From an optimization exercise on the open Yosys and OpenROAD flow, aimed at small area, a short achievable clock period and few clock cycles per item; shortcuts taken in it are not production practice.
Where RTL was checked, it was by simulation tests only, not by an equivalence proof against the original.
Power figures rest on the tool's default switching activity, not on a simulated workload.

Design line_sensor_calibrate_normalize_marker_unit, start of the top module:
module line_sensor_calibrate_normalize_marker_unit #(
  parameter int SENSOR_COUNT = lsn_pkg::SENSOR_COUNT_DEF
) (
  input  logic                          clk,
  input  logic                          rst,
  input  logic                          cfg_we,
  input  logic [lsn_pkg::CFG_IDX_W-1:0]  cfg_index,
  input  logic [lsn_pkg::CFG_DATA_W-1:0] cfg_data,
  input  logic                          in_valid,
  output logic                          in_ready,
  input  logic [lsn_pkg::CMD_W-1:0]     in_command,
  input  logic [lsn_pkg::IDX_W-1:0]     in_sensor_index,
  input  logic [lsn_pkg::SAMPLE_W-1:0]  in_raw_sample,
  output logic                          out_valid,
  input  logic                          out_ready,
  output logic [lsn_pkg::LEVEL_W-1:0]   out_normalized,
  output logic                          out_on_marker,
  output logic                          out_marker_edge,
  output logic [lsn_pkg::COUNT_W-1:0]   out_left_markers,
  output logic [lsn_pkg::COUNT_W-1:0]   out_right_markers
);
Size: roughly 3100 cells after synthesis, roughly 82 I/O pins, about 38000 µm² of cells after synthesis.
==> flow/config.mk <==
export PLATFORM = sky130hd
export DESIGN_NAME = line_sensor_calibrate_normalize_marker_unit
export DESIGN_NICKNAME = line_sensor_calibrate_normalize_marker_unit
export VERILOG_FILES = /design/flow/design.v
export SDC_FILE = /design/flow/constraint.sdc
export NUM_CORES = 4
export LEC_CHECK = 0
export ABC_CLOCK_PERIOD_IN_PS = 3000
export CAP_MARGIN = 20
export CORE_MARGIN = 2
export CORE_UTILIZATION = 50
export CTS_BUF_LIST = sky130_fd_sc_hd__clkbuf_16
export CTS_CLUSTER_DIAMETER = 100
export CTS_CLUSTER_SIZE = 24
export PLACE_DENSITY = 0.7
export SLEW_MARGIN = 20
export TNS_END_PERCENT = 100
==> flow/constraint.sdc <==
create_clock -name core_clock -period 9.0 [get_ports {clk}]
set_input_delay 1.8000 -clock core_clock [delete_from_list [all_inputs] [get_ports {clk}]]
set_output_delay 1.8000 -clock core_clock [all_outputs]
set_load 0.01 [all_outputs]
standard.sh (not shown) runs the stock make flow with config.mk's settings and CLKGATE_MAP_FILE= SYNTH_SCRIPT=/design/flow/synth_recipe.tcl, a recipe that flattens the netlist after the stock synthesis.
==> flow/flow/run.sh <==
#!/bin/bash
# Standard ORFS layout; the only change is a larger setup repair margin so that
# timing repair keeps working below the 9 ns constraint (the clock period and
# all constraints are the standard flow's own). Full tool output goes to flow_make.log here;
# ORFS keeps per-step logs under orfs/logs.
set -euo pipefail
bash standard.sh SETUP_SLACK_MARGIN=5.9 MATCH_CELL_FOOTPRINT=0 finish > flow_make.log 2>&1
Testbench counts at the start, summed over its fixed seeds: cycles 4,648, items 4,576.
Next try:
--- a/flow/design.v
+++ b/flow/design.v
@@ -75,58 +75,56 @@
   logic                    s0_set;
   logic [SENSOR_COUNT-1:0] in_oh;
   logic [SAMPLE_W-1:0]     rd_hi, rd_lo;
   logic                    rd_set;
   logic [SAMPLE_W-1:0]     nx_hi, nx_lo;
   logic                    wr_cal, rs_cal;
   logic                    upd_hi, upd_lo;
   logic                    same;
+  logic                    fwd;
+  logic [SENSOR_COUNT-1:0] rd_sel;
   always_comb begin
     for (int i = 0; i < SENSOR_COUNT; i++) in_oh[i] = (in_sensor_index == IDX_W'(i));
   end
   always_comb begin
-    rd_hi  = '0;
-    rd_lo  = '0;
+    rd_hi  = nx_hi & {SAMPLE_W{fwd}};
+    rd_lo  = nx_lo & {SAMPLE_W{fwd}};
     rd_set = 1'b0;
     for (int i = 0; i < SENSOR_COUNT; i++) begin
-      rd_hi  = rd_hi  | (cal_max[i] & {SAMPLE_W{in_oh[i]}});
-      rd_lo  = rd_lo  | (cal_min[i] & {SAMPLE_W{in_oh[i]}});
-      rd_set = rd_set | (cal_set[i] & in_oh[i]);
+      rd_hi  = rd_hi  | (cal_max[i] & {SAMPLE_W{rd_sel[i]}});
+      rd_lo  = rd_lo  | (cal_min[i] & {SAMPLE_W{rd_sel[i]}});
+      rd_set = rd_set | (cal_set[i] & rd_sel[i]);
     end
   end
   assign wr_cal = s0_v && (s0_cmd == CMD_CALIBRATE);
   assign rs_cal = s0_v && (s0_cmd == CMD_RESET_CAL);
   assign upd_hi = !s0_set || (s0_s > s0_hi);
   assign upd_lo = !s0_set || (s0_s < s0_lo);
   assign nx_hi  = upd_hi ? s0_s : s0_hi;
   assign nx_lo  = upd_lo ? s0_s : s0_lo;
   assign same   = s0_rng && (in_sensor_index == s0_idx);
+  assign fwd    = wr_cal && same;
+  assign rd_sel = in_oh & {SENSOR_COUNT{!fwd}};
   always_comb begin
     for (int i = 0; i < SENSOR_COUNT; i++) s0_oh[i] = (s0_idx == IDX_W'(i));
   end
   always_ff @(posedge clk) begin
     if (rst)      s0_v <= 1'b0;
     else if (adv) s0_v <= in_valid;
   end
   always_ff @(posedge clk) begin
     if (adv) begin
       s0_cmd <= in_command;
       s0_idx <= in_sensor_index;
       s0_rng <= in_sensor_index < IDX_W'(SENSOR_COUNT);
       s0_s   <= in_raw_sample;
-      if (wr_cal && same) begin
-        s0_hi  <= nx_hi;
-        s0_lo  <= nx_lo;
-        s0_set <= 1'b1;
-      end else begin
-        s0_hi  <= rd_hi;
-        s0_lo  <= rd_lo;
-        s0_set <= rd_set && !rs_cal;
-      end
+      s0_hi  <= rd_hi;
+      s0_lo  <= rd_lo;
+      s0_set <= fwd || (rd_set && !rs_cal);
     end
   end
   always_ff @(posedge clk) begin
     for (int i = 0; i < SENSOR_COUNT; i++) begin
       if (wr_cal && s0_oh[i] && upd_hi) cal_max[i] <= s0_s;
       if (wr_cal && s0_oh[i] && upd_lo) cal_min[i] <= s0_s;
     end
   end
=> Final cell count rises by 2.5%; worst hold slack gets better by 0.0051 ns; non-clock buffer count rises by 57; count of clock-buffer cells in the layout rises by 2; first-iteration DRC count falls by 3.4%; clock power rises by about 6%; utilization rises by 1.7 points; worst setup slack gets worse by 0.33 ns; register-to-register slack hardly moves; fmax falls by 9.7%; flip-flop and latch count stays the same; cell area rises by 4.8%.
Only the layout flow was run in the second run of this note; the RTL was not checked for function there.

-- separate check: timing with driven ports --
Ports are ideal in the flow. The routed layouts listed here were re-timed in OpenROAD.
Step 1 (the two cells are an assumption about what drives the block):
set clk [get_ports {clk}]
set_driving_cell -lib_cell sky130_fd_sc_hd__clkbuf_16 $clk
set_driving_cell -lib_cell sky130_fd_sc_hd__buf_2 [delete_from_list [all_inputs] $clk]
Step 2 times the ports against the registers' clock, not the clock port: input delays grow and output delays shrink by t, the midpoint of the rising clock arrivals with the driver on.
Slacks: ideal / step 1 / step 2; pairs: ideal / step 1.
| run | t, ns | slack for setup (ns) | slew at the worst register clock pin (ns) | worst data-port slew with drivers (ns) | cell pins on the clock port's net |
|---|---|---|---|---|---|
| the first run | 0.669 | 5.901 / 5.923 / 5.272 | 0.10 / 0.10 | 0.09 | 1 |
| the second run | 0.675 | 5.567 / 5.584 / 4.909 | 0.10 / 0.10 | 0.12 | 1 |
After both steps setup and hold are still met in every run listed. The setup slack of the second run, which loses most, moves by +0.017 ns with the drivers and by -0.658 ns with both steps.
